Source: an optimization exercise on an open RTL-to-GDS flow (aim: small area and a short achievable clock period). Production flows keep margins and buffers that such runs may drop. The RTL was checked by simulation tests, not by an equivalence proof against the original design. No activity file was given, so power comes from the tool's default toggle rates.

$ cat flow/design.v
module m2_pingpong_block_buffer #(
    parameter int DATA_W  = 32,
    parameter int BLK_DIM = 8
) (
    input  logic              CLOCK_I,
    input  logic              RESETN_I,
    input  logic              WR_VALID_I,
    input  logic [DATA_W-1:0] WR_DATA_I,
    output logic              WR_READY_O,
    output logic              WR_BLOCK_DONE_O,
    input  logic              RD_TRANSPOSE_I,
    output logic              RD_VALID_O,
    output logic [DATA_W-1:0] RD_DATA_O,
    output logic              RD_LAST_O,
    input  logic              RD_READY_I,
    output logic              RD_BLOCK_DONE_O,
    output logic [1:0]        BANK_FULL_O
);
    localparam int WORDS  = BLK_DIM * BLK_DIM;
    localparam int ADDR_W = $clog2(WORDS);
    localparam int LOG_N  = $clog2(BLK_DIM);
    typedef enum logic [1:0] {RD_IDLE, RD_PRE, RD_ACT} rd_state_t;
    logic [DATA_W-1:0] st [2][BLK_DIM][BLK_DIM];
    logic [ADDR_W-1:0] wr_cnt;
    logic              wr_bank;
    logic [1:0]        full;
    logic              wr_rdy;
    logic              wr_fire;
    logic              wr_fill;
    logic              wq_v;
    logic              wq_bank;
    logic [LOG_N-1:0]  wq_row;
    logic [DATA_W-1:0] wq_data;
    rd_state_t         state;
    logic              rd_bank;
    logic              tr_q;
    logic [ADDR_W-1:0] lc;       
    logic [LOG_N-1:0]  lrow;     
    logic              vld;
    logic              last;
    logic [DATA_W-1:0] dout;
    logic              pop;
    logic              load;
    logic              rd_free;
    logic [ADDR_W-1:0] lc_n;
    logic [DATA_W-1:0] head;
    assign wr_fire = WR_VALID_I & wr_rdy;
    assign wr_fill = wr_fire & (wr_cnt == ADDR_W'(WORDS - 1));
    assign pop     = vld & RD_READY_I;
    assign load    = (state == RD_PRE) | (pop & ~last);
    assign rd_free = pop & last;
    assign lc_n    = lc + 1'b1;
    assign head    = st[rd_bank][lrow][0];
    for (genvar b = 0; b < 2; b++) begin : g_bank
        for (genvar r = 0; r < BLK_DIM; r++) begin : g_row
            logic en;
            assign en = (wq_v & (wq_bank == b) & (wq_row == r)) |
                        (load & (rd_bank == b) & (lrow == r));
            always_ff @(posedge CLOCK_I) begin
                if (en) begin
                    for (int j = 0; j < BLK_DIM - 1; j++) st[b][r][j] <= st[b][r][j+1];
                    st[b][r][BLK_DIM-1] <= wq_data;
                end
            end
        end
    end
    always_ff @(posedge CLOCK_I) begin
        wq_data <= WR_DATA_I;
        if (load) dout <= head;
    end
    always_ff @(posedge CLOCK_I or negedge RESETN_I) begin
        if (!RESETN_I) begin
            wr_cnt          <= '0;
            wr_bank         <= 1'b0;
            full            <= 2'b00;
            wr_rdy          <= 1'b1;
            wq_v            <= 1'b0;
            wq_bank         <= 1'b0;
            wq_row          <= '0;
            state           <= RD_IDLE;
            rd_bank         <= 1'b0;
            tr_q            <= 1'b0;
            lc              <= '0;
            lrow            <= '0;
            vld             <= 1'b0;
            last            <= 1'b0;
            WR_BLOCK_DONE_O <= 1'b0;
            RD_BLOCK_DONE_O <= 1'b0;
        end else begin
            logic [1:0] full_n;
            logic       wr_bank_n;
            full_n    = full;
            wr_bank_n = wr_bank;
            if (wr_fill) begin
                wr_bank_n       = ~wr_bank;
                full_n[wr_bank] = 1'b1;
            end
            if (rd_free) full_n[rd_bank] = 1'b0;
            full    <= full_n;
            wr_bank <= wr_bank_n;
            wr_rdy  <= ~full_n[wr_bank_n];
            WR_BLOCK_DONE_O <= wr_fill;
            RD_BLOCK_DONE_O <= rd_free;
            wq_v    <= wr_fire;
            wq_bank <= wr_bank;
            wq_row  <= wr_cnt[ADDR_W-1:LOG_N];
            if (wr_fire) wr_cnt <= wr_cnt + 1'b1;
            case (state)
                RD_IDLE: begin
                    if (full[rd_bank]) begin
                        state <= RD_PRE;
                        tr_q  <= RD_TRANSPOSE_I;
                        lc    <= '0;
                        lrow  <= '0;
                    end
                end
                RD_PRE: begin
                    state <= RD_ACT;
                    vld   <= 1'b1;
                end
                RD_ACT: begin
                    if (rd_free) begin
                        state   <= RD_IDLE;
                        vld     <= 1'b0;
                        rd_bank <= ~rd_bank;
                    end
                end
                default: state <= RD_IDLE;
            endcase
            if (load) begin
                lc   <= lc_n;
                lrow <= tr_q ? lc_n[LOG_N-1:0] : lc_n[ADDR_W-1:LOG_N];
                last <= (lc == ADDR_W'(WORDS - 1));
            end
        end
    end
    assign WR_READY_O  = wr_rdy;
    assign RD_VALID_O  = vld;
    assign RD_DATA_O   = dout;
    assign RD_LAST_O   = last;
    assign BANK_FULL_O = full;
endmodule
$ cat flow/run.sh
#!/bin/bash
# synth_recipe.tcl (not shown) runs the flow's synth.tcl, then flattens the netlist and writes it again
# the make line also repeats each setting of config.mk as NAME=value (left out here)
make -C /OpenROAD-flow-scripts/flow DESIGN_CONFIG=/design/flow/config.mk WORK_HOME=/design/flow/orfs CLKGATE_MAP_FILE= SYNTH_SCRIPT=/design/flow/synth_recipe.tcl finish
$ cat flow/config.mk
export PLATFORM = sky130hd
export DESIGN_NAME = m2_pingpong_block_buffer
export DESIGN_NICKNAME = m2_pingpong_block_buffer
export VERILOG_FILES = /design/flow/design.v
export SDC_FILE = /design/flow/constraint.sdc
export NUM_CORES = 4
export LEC_CHECK = 0
export CAP_MARGIN = 20
export CELL_PAD_IN_SITES_DETAIL_PLACEMENT = 1
export CELL_PAD_IN_SITES_GLOBAL_PLACEMENT = 2
export CORE_MARGIN = 2
export CORE_UTILIZATION = 30
export PLACE_DENSITY = 0.5
export SLEW_MARGIN = 20
$ cat flow/constraint.sdc
create_clock -name core_clock -period 5.5 [get_ports {CLOCK_I}]
set_input_delay 1.1000 -clock core_clock [delete_from_list [all_inputs] [get_ports {CLOCK_I}]]
set_output_delay 1.1000 -clock core_clock [all_outputs]
set_load 0.01 [all_outputs]
==> metrics.cfg <==
[run_status]
outcome=finished clean

[yosys]
synth-async-reset-ratio_pct=0.763
ys.flop_type=edfxtp_1
synth.net_count=4994
synth_area_leaders=edfxtp_1, dfrtp_1, dfxtp_1
synth_edf_count=4128
synth-seq-area-share_pct=96.1
avgSynthCellArea_um2=26.3
synth_area_mm2=0.131
yosysWarningCount=2
netlist.top_cell.by_area=edfxtp_1
synth_top_area_share_pct=94.9
syn_inst=4955
synth_seq_cells=4192
ys_types=66

[timing]
tightest_slew_ns=1.19
max_slew_margin_pct=20.3
setup_viol=0
fin_worst_skew_ns=0.0819
period_minus_slack_ns=3.62
drv_slew=0
fmax_mhz=277
finalSetupTns_ns=0
finalCritPeriodShare_pct=65.8
rsz0062_at_grt=false
hold_violations=0

[setup_path]
cp_slowest_cell=dfrtp_4
cp_max_fo=55
worstSetupEndpointType=flop
start_kind=flop
crit_start=rd_bank
cp.arrival_ns=4.16
cp_slowest_stage_delay_ns=0.88
criticalPathCategory=flop to flop
r2r-start=rd_bank
crit_required_ns=6.05
worstPathCellList=nand2_1, o22ai_4, buf_4

[placed_design]
portBuffers=75
placed_area_mm2=0.140
placed_cells=10800
hpwl_um=173000
gp_congestion=0.772

[floorplanning]
row_count=242
fp.dieW_um=664
io_pins=76
core_mm2=0.434
die_h_um=664
initial_utilization_pct=30.1
dieArea_mm2=0.440

[clock_tree]
cts_sinks=4192
clkTransAtPathRegs_ns=0.06
cts_tree=yes
cts_setup_buffers=0
ctsHtreeMaxLevel=5
cts_buffers=428
root_buffer=clkbuf_16
cts_hold_buf=0
cts_resized=0
insertion_delay_ns=0.97
clockBufferDepth=4

[drt]
vias_per_cell=4.32
drt_wl_total_um=290000
ant_nets=0
wire_per_inst_um=25.0
vias=50200
drcViolationCount=0
drt-initial-drc-count=5757
drtPass1Iterations=6

[finish]
area_growth_pct=17.6
fin_nets=5542
layout.cells.non_filler=11600
drive_gt1_share_pct=14.2
final_cell_area_mm2=0.154

[global_routing]
grt_max_degree=151
gr-total-overflow=0
grtUsageMet2_pct=20.9
grt_pass1_wl_um=400000
antenna_found_initial=54
grt_pass1_vias=50100
grt-busiest-layer=met2
grt_usage_pct=12.8
met1_usage_pct=17.8
grt_use_met3_pct=2.04

[pwr]
peakVddDrop_mv=0.257
power.leakage_nw=47.1
power_density_mw_per_mm2=452

[flow_run]
maxCapViolCount=0

[min_path]
hold_path_class=input port to async pin

stage by stage:
| stage | setup slack, ns | total power [mW] | utilization, % | hold WS, ns |
|---|---|---|---|---|
| after floorplan | -0.971 | 40.8 | - | 0.393 |
| after global placement | 1.13 | 42.1 | 32.3 | 0.400 |
| after detailed placement | 1.40 | 42.3 | 32.3 | 0.405 |
| after CTS | 1.81 | 70.5 | 35.4 | 0.227 |
| after global routing | 1.76 | 71.9 | 35.4 | 0.284 |
| final | 1.88 | 69.4 | 35.4 | 0.279 |
cells in the final DEF, fill, tap and decap left out, drive strengths merged, types with 25 or more instances in the layout:
cell / instances
clkdlybuf4s50: 74
buf: 127
dfrtp: 31
nand2: 71
clkinv: 189
a21oi: 49
mux2i: 49
o22ai: 40
dfxtp: 32
bufinv: 25
nor2: 73
edfxtp: 4128
clkbuf: 551
a32oi: 28
o21ai: 49
a22oi: 60
cell usage after synthesis, drive strengths merged, types with 13 or more instances:
library cell,instances
edfxtp,4128
nor2,73
nand2,71
buf,61
a22oi,60
a21oi,49
mux2i,49
o21ai,49
o22ai,40
dfxtp,32
dfrtp,31
a32oi,28
a221oi,22
clkbuf,22
mux2,21
a22o,20
a32o,16
nand3,16
a31oi,15
nand2b,13
critical path: cells and delay by family (launching register included):
kind,cells,cell delay [ns]
flip-flops,1,0.88
AND/OR/NAND/NOR,1,0.78
AO/OA/AOI/OAI,1,0.76
buffers and inverters,1,0.66
area by class of cell:
| class | instances | area (um2) |
|---|---|---|
| Multi-Input combinational cell | 672 | 5040 |
| Clock inverter | 239 | 2100 |
| Inverter | 8 | 32.5 |
| Sequential cell | 4192 | 125000 |
| Clock buffer | 551 | 11400 |
| Fill cell | 41200 | 280000 |
| Tap cell | 5734 | 7170 |
| Timing Repair Buffer | 201 | 2350 |
| Antenna cell | 8 | 20.0 |
report_power, final:
| group | leakage [nW] | total (mW) | switching, mW | internal [mW] |
|---|---|---|---|---|
| registers | 38.0 | 38.8 | 0.957 | 37.9 |
| logic | 2.60 | 2.75 | 2.19 | 0.556 |
| clock network | 6.57 | 27.9 | 12.1 | 15.8 |
| total | 47.1 | 69.4 | 15.2 | 54.2 |
routing by layer:
layer	up-vias	wire (um)
met5	-	0
met4	0	8610
met3	476	14200
met2	1342	139000
met1	26900	128000
li1	21500	-
sequential cells by signal, summed over array words and instances, names as in the netlist, 2 cells and up:
| register | cells |
|---|---|
| wq_row | 3 |
| wq_data | 32 |
| wr_cnt | 6 |
| lc | 6 |
| lrow | 3 |
| state | 2 |
| dout | 32 |
| st | 4096 |
| full | 2 |
cell families (layout without fill, tap and decap cells):
logic type,after synthesis,in the layout,synth area share (%)
AOI/OAI and AO/OA,361,361,2.00
xor gates and xnor gates,10,10,0.0671
adders and majority gates,2,2,0.0192
buffers and inverters,91,999,0.376
DFF,4192,4192,96.1
muxes,78,78,0.698
other,0,8,0
and+or+nand+nor,221,221,0.790
worst paths after layout:
kind | to | slack [ns] | cells after the start
min in group core_clock | st[74][27] | 0.36 | 0
worst max register to register | st[83][13] | 1.88 | 3
worst min-delay path | lc[5] | 0.28 | 1
worst min register to register | st[74][27] | 0.36 | 0
worst max-delay path | st[83][13] | 1.88 | 3
max in group asynchronous | rd_bank | 4.55 | 1

separate check: timing with driven ports:
The flow's constraints put no driver on any port. The routed layout listed below was extracted and timed again, unchanged, in two steps. Step 1: set_driving_cell puts a clkbuf_16 on CLOCK_I and a buf_2 on each other input, an assumption about the parent block. Step 2 moves the port delays by t, midway between the first and last clock arrival at a register: inputs arrive t later, outputs are due t later. That takes back most of the time a late clock gives input paths. Three values: ideal ports, drivers, drivers and shift; two values: the first two.
t (ns): 1.032
setup slack, ns: 1.884 / 1.884 / 1.462
hold WS [ns]: 0.279 / 0.230 / 0.363
worst setup path at the end: input to register
cell pins on the clock port's net: 1
After both steps this run still meets setup and hold. The setup slack of this run moves by 0.000 ns with the drivers and by -0.422 ns with both steps.
